This is an optimization exercise on Yosys and OpenROAD, whose aim is small area, not a production implementation. For this run, only the layout was checked, not whether the RTL still works. No activity file was given, so power comes from the tool's default toggle rates.

==> flow/design.v <==
`timescale 1ns/1ps
package sadPkg;
        localparam int ApbAddrWidth = 8;
        localparam int ApbDataWidth = 32;
        localparam int FrameIndexWidth = 8;
        localparam int NumElems = 16;
        typedef logic [ApbAddrWidth-1:0] apbAddrT;
        typedef logic [ApbDataWidth-1:0] apbDataT;
        typedef logic [FrameIndexWidth-1:0] frameIndexT;
        typedef enum logic [1:0] {
                kindNone         = 2'd0,
                kindFrameLoad    = 2'd1,
                kindFrameCompute = 2'd2,
                kindWindowLoad   = 2'd3
        } loadKindT;
        localparam apbAddrT AddrCmd = 8'h00;
        localparam apbAddrT AddrElem = 8'h04;
        localparam apbAddrT AddrCount = 8'h08;
        localparam apbAddrT AddrLast = 8'h0C;
        localparam apbAddrT AddrBest = 8'h10;
        localparam apbAddrT AddrBestIdx = 8'h14;
endpackage
`timescale 1ns/1ps
module sadApbControl #(
        parameter int ElemWidth = 8
) (
        input  logic Clk,
        input  logic rst,
        input  logic psel,
        input  logic penable,
        input  logic pwrite,
        input  sadPkg::apbAddrT paddr,
        input  sadPkg::apbDataT pwdata,
        output sadPkg::apbDataT prdata,
        input  logic [ElemWidth+3:0] lastSad,
        input  logic [ElemWidth+3:0] bestSad,
        input  sadPkg::frameIndexT bestIdx,
        input  sadPkg::frameIndexT resultCount,
        output logic elemWrite,
        output logic windowLoad,
        output logic computeSetup,
        output logic countWrite,
        output logic [3:0] stagePtr
);
        logic wrEn;
        logic cmdWrite;
        logic cmdAddr;
        assign wrEn = psel & penable & pwrite;
        assign cmdAddr = (paddr == sadPkg::AddrCmd);
        assign cmdWrite = wrEn && cmdAddr;
        assign elemWrite = wrEn && (paddr == sadPkg::AddrElem);
        assign countWrite = wrEn && (paddr == sadPkg::AddrCount);
        assign windowLoad = cmdWrite && (pwdata[1:0] == sadPkg::kindWindowLoad);
        assign computeSetup = psel && !penable && pwrite && cmdAddr &&
                              (pwdata[1:0] == sadPkg::kindFrameCompute);
        always_ff @(posedge Clk) begin
                if (rst) begin
                        stagePtr <= '0;
                end else if (cmdWrite) begin
                        stagePtr <= '0;
                end else if (elemWrite) begin
                        stagePtr <= stagePtr + 1'b1;
                end
        end
        always_comb begin
                case (paddr)
                        sadPkg::AddrCount: prdata = sadPkg::ApbDataWidth'(resultCount);
                        sadPkg::AddrLast: prdata = sadPkg::ApbDataWidth'(lastSad);
                        sadPkg::AddrBest: prdata = sadPkg::ApbDataWidth'(bestSad);
                        sadPkg::AddrBestIdx: prdata = sadPkg::ApbDataWidth'(bestIdx);
                        default: prdata = '0;
                endcase
        end
endmodule
`timescale 1ns/1ps
module sadVectorCapture #(
        parameter int ElemWidth = 8
) (
        input  logic Clk,
        input  logic rst,
        input  logic elemWrite,
        input  logic [3:0] stagePtr,
        input  logic [ElemWidth-1:0] elemData,
        input  logic windowLoad,
        output logic [4*ElemWidth-1:0] stageHead,
        output logic [4*ElemWidth-1:0] windowHead
);
        logic [ElemWidth-1:0] stageMem [16];
        logic [ElemWidth-1:0] windowMem [16];
        logic [1:0] phase;
        logic [1:0] writeCol;
        always_ff @(posedge Clk) begin
                if (rst) begin
                        phase <= '0;
                end else begin
                        phase <= phase + 1'b1;
                end
        end
        assign writeCol = stagePtr[3:2] - phase - 1'b1;
        always_ff @(posedge Clk) begin
                for (int j = 0; j < 4; j++) begin
                        for (int r = 0; r < 4; r++) begin
                                stageMem[4*j + r] <= ~((elemWrite && (writeCol == j) && (stagePtr[1:0] == r)) ?
                                                       (elemData ^ {ElemWidth{(j % 2) == 0}}) :
                                                       stageMem[4*((j + 1) % 4) + r]);
                                windowMem[4*j + r] <= ~(windowLoad ? stageMem[4*((j + 1) % 4) + r] :
                                                        windowMem[4*((j + 1) % 4) + r]);
                        end
                end
        end
        for (genvar r = 0; r < 4; r++) begin : genHead
                assign stageHead[r*ElemWidth +: ElemWidth] = stageMem[r];
                assign windowHead[r*ElemWidth +: ElemWidth] = windowMem[r];
        end
endmodule
`timescale 1ns/1ps
module sadDiffTree #(
        parameter int ElemWidth = 8
) (
        input  logic [4*ElemWidth-1:0] windowHead,
        input  logic [4*ElemWidth-1:0] stageHead,
        input  logic laneHigh,
        input  logic [ElemWidth+3:0] sumIn,
        output logic [ElemWidth+3:0] sumOut
);
        logic [ElemWidth-1:0] d [2];
        logic [1:0] gt;
        logic [ElemWidth-1:0] mag [2];
        logic [ElemWidth-1:0] w [2];
        logic [ElemWidth-1:0] s [2];
        always_comb begin
                for (int r = 0; r < 2; r++) begin
                        w[r] = laneHigh ? windowHead[(r+2)*ElemWidth +: ElemWidth]
                                        : windowHead[r*ElemWidth +: ElemWidth];
                        s[r] = laneHigh ? stageHead[(r+2)*ElemWidth +: ElemWidth]
                                        : stageHead[r*ElemWidth +: ElemWidth];
                        {gt[r], d[r]} = {1'b0, w[r]} + {1'b0, ~s[r]};
                        mag[r] = d[r] ^ {ElemWidth{~gt[r]}};
                end
        end
        assign sumOut = sumIn + (ElemWidth+4)'(mag[0]) + (ElemWidth+4)'(mag[1]) +
                        (ElemWidth+4)'(gt[0]) + (ElemWidth+4)'(gt[1]);
endmodule
`timescale 1ns/1ps
module sadBestTracker #(
        parameter int ElemWidth = 8
) (
        input  logic Clk,
        input  logic rst,
        input  logic computeSetup,
        input  logic clearBest,
        input  logic [ElemWidth+3:0] sumNext,
        output logic laneHigh,
        output logic [ElemWidth+3:0] lastSad,
        output logic [ElemWidth+3:0] bestSad,
        output sadPkg::frameIndexT bestIdx,
        output sadPkg::frameIndexT resultCount
);
        logic busy;
        logic [2:0] step;
        logic finish;
        always_ff @(posedge Clk) begin
                if (rst) begin
                        busy <= 1'b0;
                        finish <= 1'b0;
                end else begin
                        finish <= busy && (step == 3'd6);
                        if (computeSetup) begin
                                busy <= 1'b1;
                        end else if (step == 3'd6) begin
                                busy <= 1'b0;
                        end
                end
        end
        always_ff @(posedge Clk) begin
                if (computeSetup) begin
                        step <= '0;
                end else if (busy) begin
                        step <= step + 1'b1;
                end
        end
        assign laneHigh = busy && (step >= 3'd3);
        always_ff @(posedge Clk) begin
                if (rst) begin
                        lastSad <= '0;
                end else if (computeSetup || busy) begin
                        lastSad <= sumNext;
                end
        end
        always_ff @(posedge Clk) begin
                if (rst) begin
                        bestSad <= '1;
                        bestIdx <= '0;
                        resultCount <= '0;
                end else if (clearBest) begin
                        bestSad <= '1;
                        bestIdx <= '0;
                        resultCount <= '0;
                end else if (finish) begin
                        resultCount <= resultCount + 1'b1;
                        if (lastSad < bestSad) begin
                                bestSad <= lastSad;
                                bestIdx <= resultCount;
                        end
                end
        end
endmodule
`timescale 1ns/1ps
module sadEngineTop #(
        parameter int ElemWidth = 8
) (
        input  logic Clk,
        input  logic rst,
        input  logic psel,
        input  logic penable,
        input  logic pwrite,
        input  sadPkg::apbAddrT paddr,
        input  sadPkg::apbDataT pwdata,
        output sadPkg::apbDataT prdata
);
        localparam int SumWidth = ElemWidth + 4;
        logic elemWrite;
        logic windowLoad;
        logic computeSetup;
        logic countWrite;
        logic [3:0] stagePtr;
        logic [4*ElemWidth-1:0] stageHead;
        logic [4*ElemWidth-1:0] windowHead;
        logic [SumWidth-1:0] sumNext;
        logic laneHigh;
        logic [SumWidth-1:0] lastSad;
        logic [SumWidth-1:0] bestSad;
        sadPkg::frameIndexT bestIdx;
        sadPkg::frameIndexT resultCount;
        sadApbControl #(.ElemWidth(ElemWidth)) uControl (
                .Clk(Clk), .rst(rst),
                .psel(psel), .penable(penable), .pwrite(pwrite),
                .paddr(paddr), .pwdata(pwdata), .prdata(prdata),
                .lastSad(lastSad), .bestSad(bestSad),
                .bestIdx(bestIdx), .resultCount(resultCount),
                .elemWrite(elemWrite), .windowLoad(windowLoad),
                .computeSetup(computeSetup), .countWrite(countWrite),
                .stagePtr(stagePtr)
        );
        sadVectorCapture #(.ElemWidth(ElemWidth)) uCapture (
                .Clk(Clk), .rst(rst),
                .elemWrite(elemWrite), .stagePtr(stagePtr),
                .elemData(pwdata[ElemWidth-1:0]), .windowLoad(windowLoad),
                .stageHead(stageHead), .windowHead(windowHead)
        );
        sadDiffTree #(.ElemWidth(ElemWidth)) uDiffTree (
                .windowHead(windowHead), .stageHead(stageHead), .laneHigh(laneHigh),
                .sumIn(computeSetup ? '0 : lastSad), .sumOut(sumNext)
        );
        sadBestTracker #(.ElemWidth(ElemWidth)) uTracker (
                .Clk(Clk), .rst(rst),
                .computeSetup(computeSetup), .clearBest(countWrite),
                .sumNext(sumNext), .laneHigh(laneHigh),
                .lastSad(lastSad), .bestSad(bestSad),
                .bestIdx(bestIdx), .resultCount(resultCount)
        );
endmodule
==> flow/run.sh <==
#!/bin/bash
# synth_recipe.tcl (not shown) runs the flow's synth.tcl, then flattens the netlist and writes it again
# the make line also repeats each setting of config.mk as NAME=value (left out here)
make -C /OpenROAD-flow-scripts/flow DESIGN_CONFIG=/design/flow/config.mk WORK_HOME=/design/flow/orfs CLKGATE_MAP_FILE= SYNTH_SCRIPT=/design/flow/synth_recipe.tcl finish
==> flow/config.mk <==
export PLATFORM = sky130hd
export DESIGN_NAME = sadEngineTop
export DESIGN_NICKNAME = sadEngineTop
export VERILOG_FILES = /design/flow/design.v
export SDC_FILE = /design/flow/constraint.sdc
export NUM_CORES = 4
export LEC_CHECK = 0
export CAP_MARGIN = 20
export CORE_MARGIN = 2
export CORE_UTILIZATION = 40
export CTS_BUF_LIST = sky130_fd_sc_hd__clkbuf_16
export CTS_CLUSTER_DIAMETER = 120
export CTS_CLUSTER_SIZE = 30
export SLEW_MARGIN = 20
==> flow/constraint.sdc <==
create_clock -name core_clock -period 5.0 [get_ports {Clk}]
set_input_delay 1.0000 -clock core_clock [delete_from_list [all_inputs] [get_ports {Clk}]]
set_output_delay 1.0000 -clock core_clock [all_outputs]
set_load 0.01 [all_outputs]
==> reports/qor.log <==
INFO  status         run_status=no timing/DRC/antenna violations
INFO  synthesis      seq_area_frac_synth=0.4860
INFO  synthesis      combinational_family_with_the_most_area_after_synthesis=multiplexers
INFO  setup_path     crit_start_category=register
INFO  layout         num-nets-final=1382
INFO  setup_path     path_cells=ha_2 > ha_2 > a211o_1 > nand2_4 > buf_12 > mux2_4 > ha_4 > fa_2 > a211oi_2 > o211a_1 > nor2_4 > buf_4 > buf_4 > xnor2_1 > buf_4 > fa_1 > ha_4 > buf_4 > and4_1 > o21ai_1 > buf_4 > a21oi_2 > mux2i_1
INFO  synthesis      ys.flop_type=dfxtp_1
INFO  place          buffer_ports.inserted=32
INFO  timing         fin_worst_hold_slack=0.4041ns
INFO  timing         worstMarginPinSlew=0.9718ns
INFO  place          place_hpwl=18320µm
INFO  floorplanning  die-width=181.8µm
INFO  route          routed-via-count=8403
INFO  timing         finalHoldViolCount=0
INFO  layout         layout-drive-gt1-share=0.1356
INFO  layout         syn2layout_area_growth=14.94%
INFO  synthesis      post_synth_and_or_nand_nor_area_fraction=0.09716
INFO  route          drt-initial-drc-count=333
INFO  route          wl_per_cell=15.96µm
INFO  layout         antenna_cells=0
INFO  timing         layout_worst_path_cycle_share=0.9633
INFO  global_route   globalRoute.totalOverflow=0
INFO  power          power_density=266.8mW/mm²
INFO  floorplanning  initial_utilization=0.4039
INFO  setup_path     data_required_time_at_the_worst_endpoint=5.44ns
INFO  global_route   antenna_found_initial=0
INFO  timing         finalWorstSetupSlack=0.1835ns
INFO  setup_path     critical_path.max_fanout=7
INFO  synthesis      yosys.area_share.xor_xnor=0.02701
INFO  synthesis      syn_inst=1206
INFO  layout         fillers=2868
INFO  synthesis      ys.warnings.count=10
INFO  floorplanning  floorplan.rows=65
INFO  clock_network  quantity_of_hold_fixing_buffers_added_after_cts=0
INFO  synthesis      synth_area=0.01265mm²
INFO  clock_network  cts_max_path_buffers=3
INFO  synthesis      distinct_cell_type_count_after_synthesis=55
INFO  global_route   grt_pass1_vias=8288
INFO  synthesis      share_of_the_synthesized_area_in_compound_gates_ao_oa_aoi_oai=0.08123
INFO  global_route   grtUsageTotal=0.1614
INFO  clock_network  tritoncts=done
INFO  setup_path     worst_path_most_repeated_cell=buf_4
INFO  clock_network  number_of_h_tree_levels=1
INFO  setup_path     critical_path.n_buffers_inverters=6
INFO  floorplanning  floorplan.die.height=181.8µm
INFO  worst_hold_path min_path_type=reg2reg
INFO  synthesis      postSynthRegisterBits=307
INFO  floorplanning  floorplan.die_area=0.03305mm²
INFO  synthesis      synth_async_reset_ratio=0
INFO  setup_path     worst_path_largest_cell_delay=0.47ns
INFO  floorplanning  core_area=0.03131mm²
INFO  power          peakVddDrop=0.2364mV
INFO  clock_network  numCtsBuffers=14
INFO  setup_path     crit_type=reg2reg
INFO  timing         worst_slew_margin_rel=0.3521
INFO  setup_path     timing.critical_path.arrival=5.26ns
INFO  route          route.detailed.vias_per_inst=4.987
INFO  global_route   first_pass_grt_wire_length=43050µm
INFO  layout         final_core_util=0.4642
INFO  timing         setup_violations=0
INFO  floorplanning  ioPinCount=77
INFO  clock_network  cts.clk_slew.worst_paths=0.12ns
INFO  route          final_antenna_net_count=0
INFO  synthesis      synth_area_per_cell=10.49µm²
INFO  route          final_routed_wirelength_across_all_metal_layers=26900µm
INFO  synthesis      post_synth_fa_ha_maj_area_fraction=0.06095
INFO  timing         final.min_clock_period=4.816ns
INFO  run            max-cap-violations=0
INFO  route          remaining_drc_errors=0
INFO  timing         skew=0.01573ns
INFO  clock_network  number_of_sinks_on_the_clock_net=307
INFO  setup_path     crit_family=adder cells
INFO  timing         max_freq=207.6MHz
INFO  clock_network  cts_root_buffer=clkbuf_16
INFO  synthesis      synth-edff-count=0
INFO  global_route   maximum_number_of_pins_on_one_net_before_global_route_repair=53
INFO  clock_network  worstSkewPairLatency=0.51ns
INFO  timing         drv_slew=0
INFO  route          drt_pass1_iterations=5
INFO  power          power.static_leakage=0.006931µW
INFO  setup_path     critPathSlowestCell=fa_1
INFO  place          pre_cts_slack=-0.1859ns
INFO  setup_path     setup.worst_path.end_class=register
INFO  place          gp_routability_congestion=0.7973
INFO  synthesis      synthMuxAreaShare=0.2082
INFO  layout         sequential_cell_area=0.006147mm²
INFO  layout         multi_input_comb_area=0.006341mm²
## Yosys cell counts (3+ instances only)
cell type  count  area share
a22oi_1        8      0.0047
and4_1         3      0.0021
a31oi_1        3      0.0015
fa_1          11       0.017
nor3b_1        3      0.0018
dfxtp_1      307        0.49
o21ai_0       19      0.0075
buf_2          9      0.0036
nand2_1       54       0.016
and3_1         3      0.0015
mux2i_1      245        0.19
xor2_1        13      0.0090
nor4_1         3      0.0015
a32o_1         4      0.0032
xnor2_1       26       0.018
or3_1          4      0.0020
nand4_1        8      0.0040
buf_4         20       0.012
o31ai_1        3      0.0018
ha_1          44       0.044
mux2_2        16       0.014
nand3_1       14      0.0055
nor2_1       137       0.041
o21a_1         6      0.0036
clkbuf_1      32      0.0095
a21o_1         9      0.0053
buf_1         16      0.0047
o22ai_1        9      0.0045
and2_1         4      0.0020
a211oi_1      11      0.0065
inv_1         31      0.0092
a21oi_1       90       0.036
nor2_4         8      0.0071
nand2b_1       5      0.0025
## metrics by stage
| step | TNS, ns | total power [µW] | cells | area, µm² |
|---|---|---|---|---|
| floorplan | 0 | 2591 | 1225 | 12720 |
| global route | -0.01633 | 4030 | 1685 | 14540 |
| global placement | -0.8133 | 2627 | 1662 | 13790 |
| detailed placement | -1.007 | 2629 | 1662 | 13790 |
| finish | 0 | 3877 | 1685 | 14540 |
| CTS | 0 | 3925 | 1679 | 14240 |
## layer usage
layer | global-route usage | vias to the layer above | share of wire
li1 | - | 4285 | -
met1 | 0.2288 | 3987 | 0.51
met2 | 0.2647 | 101 | 0.44
met3 | 0.01925 | 30 | 0.031
met4 | 0.03415 | 0 | 0.016
met5 | 0 | - | 0
## cell usage in the layout (no fill, tap or decap), types with 5 or more instances in the layout
cell type        count
a211oi_1             9
a21o_1               9
a21oi_1             82
a21oi_2              8
a22oi_1              8
buf_4               81
clkbuf_16           15
clkdlybuf4s50_1     32
conb_1              20
dfxtp_1            306
fa_1                 8
ha_1                35
ha_4                 7
inv_1               30
mux2_2              13
mux2i_1            243
nand2_1             52
nand3_1             13
nand4_1              8
nor2_1             135
nor2_4              10
o21a_1               5
o21ai_0             15
o22ai_1              9
xnor2_1             22
xor2_1              12
## cell families (layout without fill, tap and decap cells)
logic type / count (synthesis) / in the layout
xor gates and xnor gates: 39 / 39
AOI/OAI and AO/OA: 172 / 172
DFF: 307 / 307
adders and majority gates: 55 / 55
other: 1 / 20
and+or+nand+nor: 262 / 262
buffers and inverters: 109 / 167
muxes: 261 / 261
## power by group
group | total [µW] | switching [µW] | internal, µW
Clock | 1300 | 773 | 529
Combinational | 119 | 73.0 | 46.0
Sequential | 2460 | 4.27 | 2450
Total | 3880 | 850 | 3030
## worst paths after layout
kind                                               start                        to  slack, ns  cells after the start
worst max register to register          uTracker.step[0]      uTracker.lastSad[11]       0.18                     23
worst min-delay path            uCapture.windowMem[5][3]  uCapture.windowMem[1][3]       0.40                      1
worst max-delay path                    uTracker.step[0]      uTracker.lastSad[11]       0.18                     23
worst min register to register  uCapture.windowMem[5][3]  uCapture.windowMem[1][3]       0.40                      1
## worst reg2reg max path, delay by kind of cell, from the launching register on
kind                     cells  cell delay [ns]
AO/OA/AOI/OAI                5             0.98
buffers and inverters        6             0.84
adder cells (fa/ha/maj)      6             1.64
XOR/XNOR                     1             0.11
multiplexers                 2             0.52
AND/OR/NAND/NOR              3             0.35
flip-flops                   1             0.33
## sequential cells by signal, indices dropped and copies added, names as in the netlist
name / count
uCapture.phase: 2
uCapture.stageMem: 128
uCapture.windowMem: 128
uControl.stagePtr: 4
uTracker.bestIdx: 8
uTracker.bestSad: 12
uTracker.busy: 1
uTracker.finish: 1
uTracker.lastSad: 12
uTracker.resultCount: 8
uTracker.step: 3
## repair_timing
item / CTS / global route
pin swaps: 4 / 23
gates cloned: 0 / 1
setup endpoints to repair: 8 / 9
setup buffers: 0 / 7
gates resized for setup: 13 / 43
## final cells by class
cell class	instances	area share
clock inverters	3	0.003357
well taps	402	0.03460
repair buffers	118	0.07050
multi-input cells	809	0.4363
clock buffers	14	0.02410
flip-flops and latches	307	0.4229
inverters	32	0.008264

[afterwards: timing with drivers on the ports]
The results above use ideal ports. As a check the final layout listed here was re-extracted and re-timed, cells and wires unchanged.
Step 1, drivers: a clkbuf_16 drives Clk and a buf_2 each remaining input, both assumed.
Step 2 times the ports against the registers' clock, not the clock port: input delays grow and output delays shrink by t, the midpoint of the rising clock arrivals with the driver on.
Three values: ideal, step 1, step 2; two values: the first two.
t (ns): 0.550
slack for setup (ns): 0.184 / 0.184 / 0.184
worst slew at a driven data input, ns: 0.03
cell pins on the clock port's net: 1
After both steps setup and hold are still met in this run. For this run, drivers alone change the setup slack by 0.000 ns; drivers and shift together by 0.000 ns.
